This design comes from an exercise in tuning for small area, a short achievable clock period and few clock cycles per item on the open sky130 flow, not from production work. In this exercise RTL edits were held to simulation tests only and were not proved equivalent to the original. The flow treats the clock pin as an ideal source, which a real chip does not have.

== v1 ==
Design rosetta_core, start of the top module:
module rosetta_core #(
    parameter int num_pe = rosetta_pkg::num_pe,
    parameter int word_w = rosetta_pkg::word_w
) (
    input  logic                          clk,
    input  logic                          rst,
    output logic                          im_ren,
    output rosetta_pkg::pc_t              im_raddr,
    input  rosetta_pkg::inst_t            im_rdata,
    output logic                          pam_x_ren,
    output rosetta_pkg::row_addr_t        pam_x_raddr,
    input  logic [num_pe-1:0]             pam_x_rdata,
    output logic                          am_x_ren,
    output rosetta_pkg::row_addr_t        am_x_raddr,
    input  logic [num_pe*word_w-1:0]      am_x_rdata,
    output logic                          bm_ren,
    output rosetta_pkg::row_addr_t        bm_raddr,
    input  logic [num_pe*word_w-1:0]      bm_rdata,
    output logic                          wm_ren,
    output rosetta_pkg::waddr_t           wm_raddr,
    input  logic [num_pe*word_w-1:0]      wm_rdata,
    output logic                          am_r_wen,
    output rosetta_pkg::row_addr_t        am_r_waddr,
    output logic [num_pe*word_w-1:0]      am_r_wdata,
    output logic                          done
);
  ...
For scale: about 3100 cells after synthesis, about 350 flip-flops, roughly 30000 sq um of cells after synthesis.
export LEC_CHECK = 0
export CAP_MARGIN = 20
export CORE_MARGIN = 2
export CORE_UTILIZATION = 55
export CTS_CLUSTER_DIAMETER = 80
export CTS_CLUSTER_SIZE = 25
export SETUP_SLACK_MARGIN = 5
export SLEW_MARGIN = 20
export TNS_END_PERCENT = 0
create_clock -name core_clock -period 9.0 [get_ports {clk}]
standard.sh (not shown) runs the stock make flow with config.mk's settings and CLKGATE_MAP_FILE= SYNTH_SCRIPT=/design/flow/synth_recipe.tcl, a recipe that flattens the netlist after the stock synthesis.
==> flow/flow/run.sh <==
#!/bin/bash
# The standard layout, with plain buf_1 cells as the port buffers instead of the
# delay buffers buffer_ports picks by itself. The whole make output goes to layout.log.
set -euo pipefail
bash standard.sh "BUFFER_PORTS_ARGS=-buffer_cell sky130_fd_sc_hd__buf_1" finish > layout.log 2>&1
The flow did not stop early for v1: all stages ran, and the layout cleared the timing, design-rule and antenna checks.
Testbench counts of v1, summed over its fixed seeds: cycles 4,705, items 1,180.
#### Input delta (v18 over v1)
- swapping 25 for 30 in CTS_CLUSTER_SIZE
- swapping 80 for 90 in CTS_CLUSTER_DIAMETER
Notes after the runs:
Between v18 and v1, the multi-input logic area figures differ only marginally.
Any difference in post-layout instance area between v18 and v1 is small enough to ignore.
Compared with v1, v18 shows a higher transition at the pin with the smallest max-transition slack.
As far as core utilization is concerned, v1 and v18 perform about the same.
Buffers plus inverters on the worst setup path: v18 vs v1 identical

* * *

the baseline:
rosetta_core, a different RTL version from the one above (not shown whole).
For scale: roughly 3100 cells after synthesis, roughly 32000 um2 of cells after synthesis.
export LEC_CHECK = 0
export CAP_MARGIN = 20
export CORE_MARGIN = 2
export CORE_UTILIZATION = 55
export SLEW_MARGIN = 20
export TNS_END_PERCENT = 0
create_clock -name core_clock -period 9.0 [get_ports {clk}]
==> flow/flow/run.sh <==
#!/bin/bash
set -euo pipefail
here=$(pwd)
bash standard.sh "BUFFER_PORTS_ARGS=-buffer_cell sky130_fd_sc_hd__buf_1" \
  "POST_CTS_TCL=$here/flow/skew.tcl" SETUP_SLACK_MARGIN=5.5 finish > layout.log 2>&1
==> flow/flow/skew.tcl <==
# Runs after CTS (POST_CTS_TCL). The accumulator flip-flops launch only into their own
# loop and the result register, and capture the multiplier tree, whose inputs come from
# other flip-flops. Their clock is delayed so those register-to-register paths gain;
# no path from an input or to an output starts or ends at them.
# Each group of them on one clock net gets its own branch: a delay cell feeding a
# clock buffer sized for the group.
set dly_cell sky130_fd_sc_hd__clkdlybuf4s25_1
set groups [dict create]
foreach inst [get_cells -hierarchical {*lane_inst.acc_q* *lane_inst.c_q*}] {
  set pin [get_pins -of_objects $inst -filter "name == CLK"]
  set net [get_full_name [get_nets -of_objects $pin]]
  dict lappend groups $net [get_full_name $pin]
}
set n 0
dict for {net pins} $groups {
  set k [llength $pins]
  if {$k <= 4} {
    set drv_cell sky130_fd_sc_hd__clkbuf_4
  } elseif {$k <= 12} {
    set drv_cell sky130_fd_sc_hd__clkbuf_8
  } else {
    set drv_cell sky130_fd_sc_hd__clkbuf_16
  }
  set b [insert_buffer -buffer_cell $drv_cell -net $net -load_pins $pins \
    -buffer_name skewdrv_$n -net_name skewnet_a_$n]
  set a_pin [get_full_name [get_pins -of_objects [get_cells $b] -filter "direction == input"]]
  insert_buffer -buffer_cell $dly_cell -net $net -load_pins [list $a_pin] \
    -buffer_name skewdly_$n -net_name skewnet_b_$n
  incr n
}
puts "skew: $n clock groups of accumulator flip-flops delayed"
detailed_placement
check_placement -verbose
The baseline: flow completed, timing, DRC and antenna clean
Testbench counts of the baseline, summed over its fixed seeds: cycles 4,952, items 1,180.
Relative to the baseline, the following input files were edited for the candidate:
- SETUP_SLACK_MARGIN now 5, previously not set
==> flow/flow/run.sh <==
#!/bin/bash
# The standard layout, with plain buf_1 cells as the port buffers instead of the
# delay buffers buffer_ports picks by itself. The whole make output goes to layout.log.
set -euo pipefail
bash standard.sh "BUFFER_PORTS_ARGS=-buffer_cell sky130_fd_sc_hd__buf_1" finish > layout.log 2>&1
removed: flow/flow/skew.tcl
Findings:
Summary of the comparison: post-route cell area is lower in the candidate, relative to the baseline. Sum of routed wire length over all layers: the candidate higher than the baseline. Worst relative slew slack: the baseline and the candidate compared, lower one is the candidate.

* * *

== run 1 ==
Another version of the RTL of rosetta_core (not shown whole).
Size: ~3,100 cells after synthesis, ~340 I/O pins, roughly 0.030 mm2 of cells after synthesis.
==> flow/design.v (excerpt) <==
module rosetta_core #(
    parameter int num_pe = rosetta_pkg::num_pe,
    parameter int word_w = rosetta_pkg::word_w
) (
    input  logic                          clk,
    input  logic                          rst,
    output logic                          im_ren,
    output rosetta_pkg::pc_t              im_raddr,
    input  rosetta_pkg::inst_t            im_rdata,
    output logic                          pam_x_ren,
    output rosetta_pkg::row_addr_t        pam_x_raddr,
    input  logic [num_pe-1:0]             pam_x_rdata,
    output logic                          am_x_ren,
    output rosetta_pkg::row_addr_t        am_x_raddr,
    input  logic [num_pe*word_w-1:0]      am_x_rdata,
    output logic                          bm_ren,
    output rosetta_pkg::row_addr_t        bm_raddr,
    input  logic [num_pe*word_w-1:0]      bm_rdata,
    output logic                          wm_ren,
    output rosetta_pkg::waddr_t           wm_raddr,
    input  logic [num_pe*word_w-1:0]      wm_rdata,
    output logic                          am_r_wen,
    output rosetta_pkg::row_addr_t        am_r_waddr,
    output logic [num_pe*word_w-1:0]      am_r_wdata,
    output logic                          done
);
    logic [$clog2(num_pe)-1:0]  e1_k;
    logic                       e1_empty;
    logic                       e1_first;
    logic [word_w-1:0]          act_elem;
    core_sequencer #(
        .num_pe(num_pe)
    ) sequencer_inst (
        .clk         (clk),
        .rst         (rst),
        .im_ren      (im_ren),
        .im_raddr    (im_raddr),
        .im_rdata    (im_rdata),
        .pam_x_ren   (pam_x_ren),
        .pam_x_raddr (pam_x_raddr),
        .pam_x_rdata (pam_x_rdata),
        .am_x_ren    (am_x_ren),
        .am_x_raddr  (am_x_raddr),
        .bm_ren      (bm_ren),
  ...
==> flow/config.mk <==
export PLATFORM = sky130hd
export DESIGN_NAME = rosetta_core
export DESIGN_NICKNAME = rosetta_core
export VERILOG_FILES = /design/flow/design.v
export SDC_FILE = /design/flow/constraint.sdc
export NUM_CORES = 4
export LEC_CHECK = 0
export CAP_MARGIN = 20
export CORE_MARGIN = 2
export CORE_UTILIZATION = 55
export CTS_BUF_LIST = sky130_fd_sc_hd__clkbuf_16
export CTS_CLUSTER_DIAMETER = 90
export CTS_CLUSTER_SIZE = 30
export SETUP_SLACK_MARGIN = 5
export SLEW_MARGIN = 20
export TNS_END_PERCENT = 0
==> flow/constraint.sdc <==
create_clock -name core_clock -period 9.0 [get_ports {clk}]
set_input_delay 1.8000 -clock core_clock [delete_from_list [all_inputs] [get_ports {clk}]]
set_output_delay 1.8000 -clock core_clock [all_outputs]
set_load 0.01 [all_outputs]
==> flow/flow/run.sh <==
#!/bin/bash
# The standard layout, with plain buf_1 cells as the port buffers instead of the
# delay buffers buffer_ports picks by itself. The whole make output goes to layout.log.
set -euo pipefail
bash standard.sh "BUFFER_PORTS_ARGS=-buffer_cell sky130_fd_sc_hd__buf_1" finish > layout.log 2>&1
Testbench counts of run 1, summed over its fixed seeds: cycles 4,705, items 1,180.
[inputs] run 2 vs run 1
- removing CTS_BUF_LIST (formerly sky130_fd_sc_hd__clkbuf_16)
[summary]
- Run 2: clock-buffer cell count is 4.3% higher than what run 1 reported.
- Diff run 1 -> run 2: via count closely matched the old numbers, mean number of vias per cell stayed essentially flat, relative slew slack now sits at about the same level.
For run 3, these inputs were changed with respect to run 2:
- setting PLACE_DENSITY to 0.8 for the first time
Results
- Run 2 → run 3: sequential portion of the cell area closely matched the old numbers, final-layout fill cell count decreased by 278 relative to the old numbers, share of the final layout cell area in multi-input gates closely matched the old numbers.
- On sequential cell count, run 3 tracks run 2 almost exactly.
- Across both runs, period utilization was higher for run 3 than for run 2.

* * *

== JK ==
Another version of the RTL of rosetta_core (not shown whole).
Size: about 3000 cells after synthesis, ~340 I/O pins.
Settings: LEC_CHECK=0, CAP_MARGIN=20, CORE_MARGIN=2, CORE_UTILIZATION=55, CTS_CLUSTER_DIAMETER=90, CTS_CLUSTER_SIZE=30, SETUP_SLACK_MARGIN=5, SLEW_MARGIN=20, TNS_END_PERCENT=0; clock period 9.0 ns.
Scripts as last shown in full above: flow/flow/run.sh
Testbench counts of JK, summed over its fixed seeds: cycles 4,705, items 1,180.
The inputs of MS differ from those of JK as listed below.
- a change of CTS_CLUSTER_SIZE from 30 to 25
- a change of CTS_CLUSTER_DIAMETER from 90 to 80
Notes after the runs:
No run among JK and MS stopped early or left any final violation; all are clean.
MS vs. JK: fraction of area in registers was more or less identical; maximum frequency closely matched the old numbers.
On MS: final worst-path setup slack is 0.0092 ns lower than what JK gave.
JK -> MS: footprint of the multi-input gates flat
The via count on JK is in line with that on MS.
Setup changes, MS to AL
- SETUP_SLACK_MARGIN changed from 5 to 4.6
==> summary.txt <==
- Diff AL and MS: number of vias per cell after detailed routing lower in MS
- Number of endpoints failing setup at the final stage across AL and MS: no real change.
- Higher met1 usage was reported by AL, not MS.
- Of AL and MS, the run reporting the lower worst-case headroom to the max-slew limit was MS.
- Taking MS as the reference point, the detailed placement HPWL of AL rises by 0.65%.

==> separate check: timing with driven ports <==
No port has a modelled driver above. Below, the same layouts with a new extraction and two added sets of constraints. Step 1, drivers: a clkbuf_16 drives clk and a buf_2 each remaining input, both assumed. Step 2, shift: input delay + t, output delay - t, t = (earliest + latest rising clock arrival at the registers) / 2. This alone moves slack from input paths to output paths. a / b / c = ideal ports / drivers / drivers and shift; a / b = the first two.
run | shift t [ns] | setup WS [ns] | latest minus earliest clock arrival (ns) | worst data-port slew with drivers (ns) | pins driven straight from the clock port
v1 | 0.673 | 4.704 / 4.640 / 4.521 | 0.040 / 0.041 | 0.09 | 1
v18 | 0.645 | 4.745 / 4.682 / 4.518 | 0.036 / 0.035 | 0.09 | 1
the baseline | 0.889 | 5.112 / 5.112 / 4.502 | 0.467 / 0.468 | 0.07 | 1
the candidate | 0.666 | 4.779 / 4.779 / 4.669 | 0.019 / 0.018 | 0.08 | 1
run 1 | 0.663 | 4.797 / 4.732 / 4.420 | 0.040 / 0.040 | 0.13 | 1
run 2 | 0.664 | 4.797 / 4.732 / 4.425 | 0.041 / 0.042 | 0.13 | 1
run 3 | 0.663 | 4.783 / 4.725 / 4.459 | 0.055 / 0.055 | 0.15 | 1
JK | 0.655 | 4.617 / 4.555 / 4.697 | 0.029 / 0.029 | 0.15 | 1
MS | 0.663 | 4.608 / 4.547 / 4.692 | 0.032 / 0.032 | 0.18 | 1
AL | 0.680 | 4.535 / 4.470 / 4.639 | 0.025 / 0.025 | 0.15 | 1
In the baseline the clock reaches the registers at very different times; t lies between them, and the last value is a rough guide only. For the baseline, which loses most, drivers alone change the setup slack by 0.000 ns; drivers and shift together by -0.610 ns.
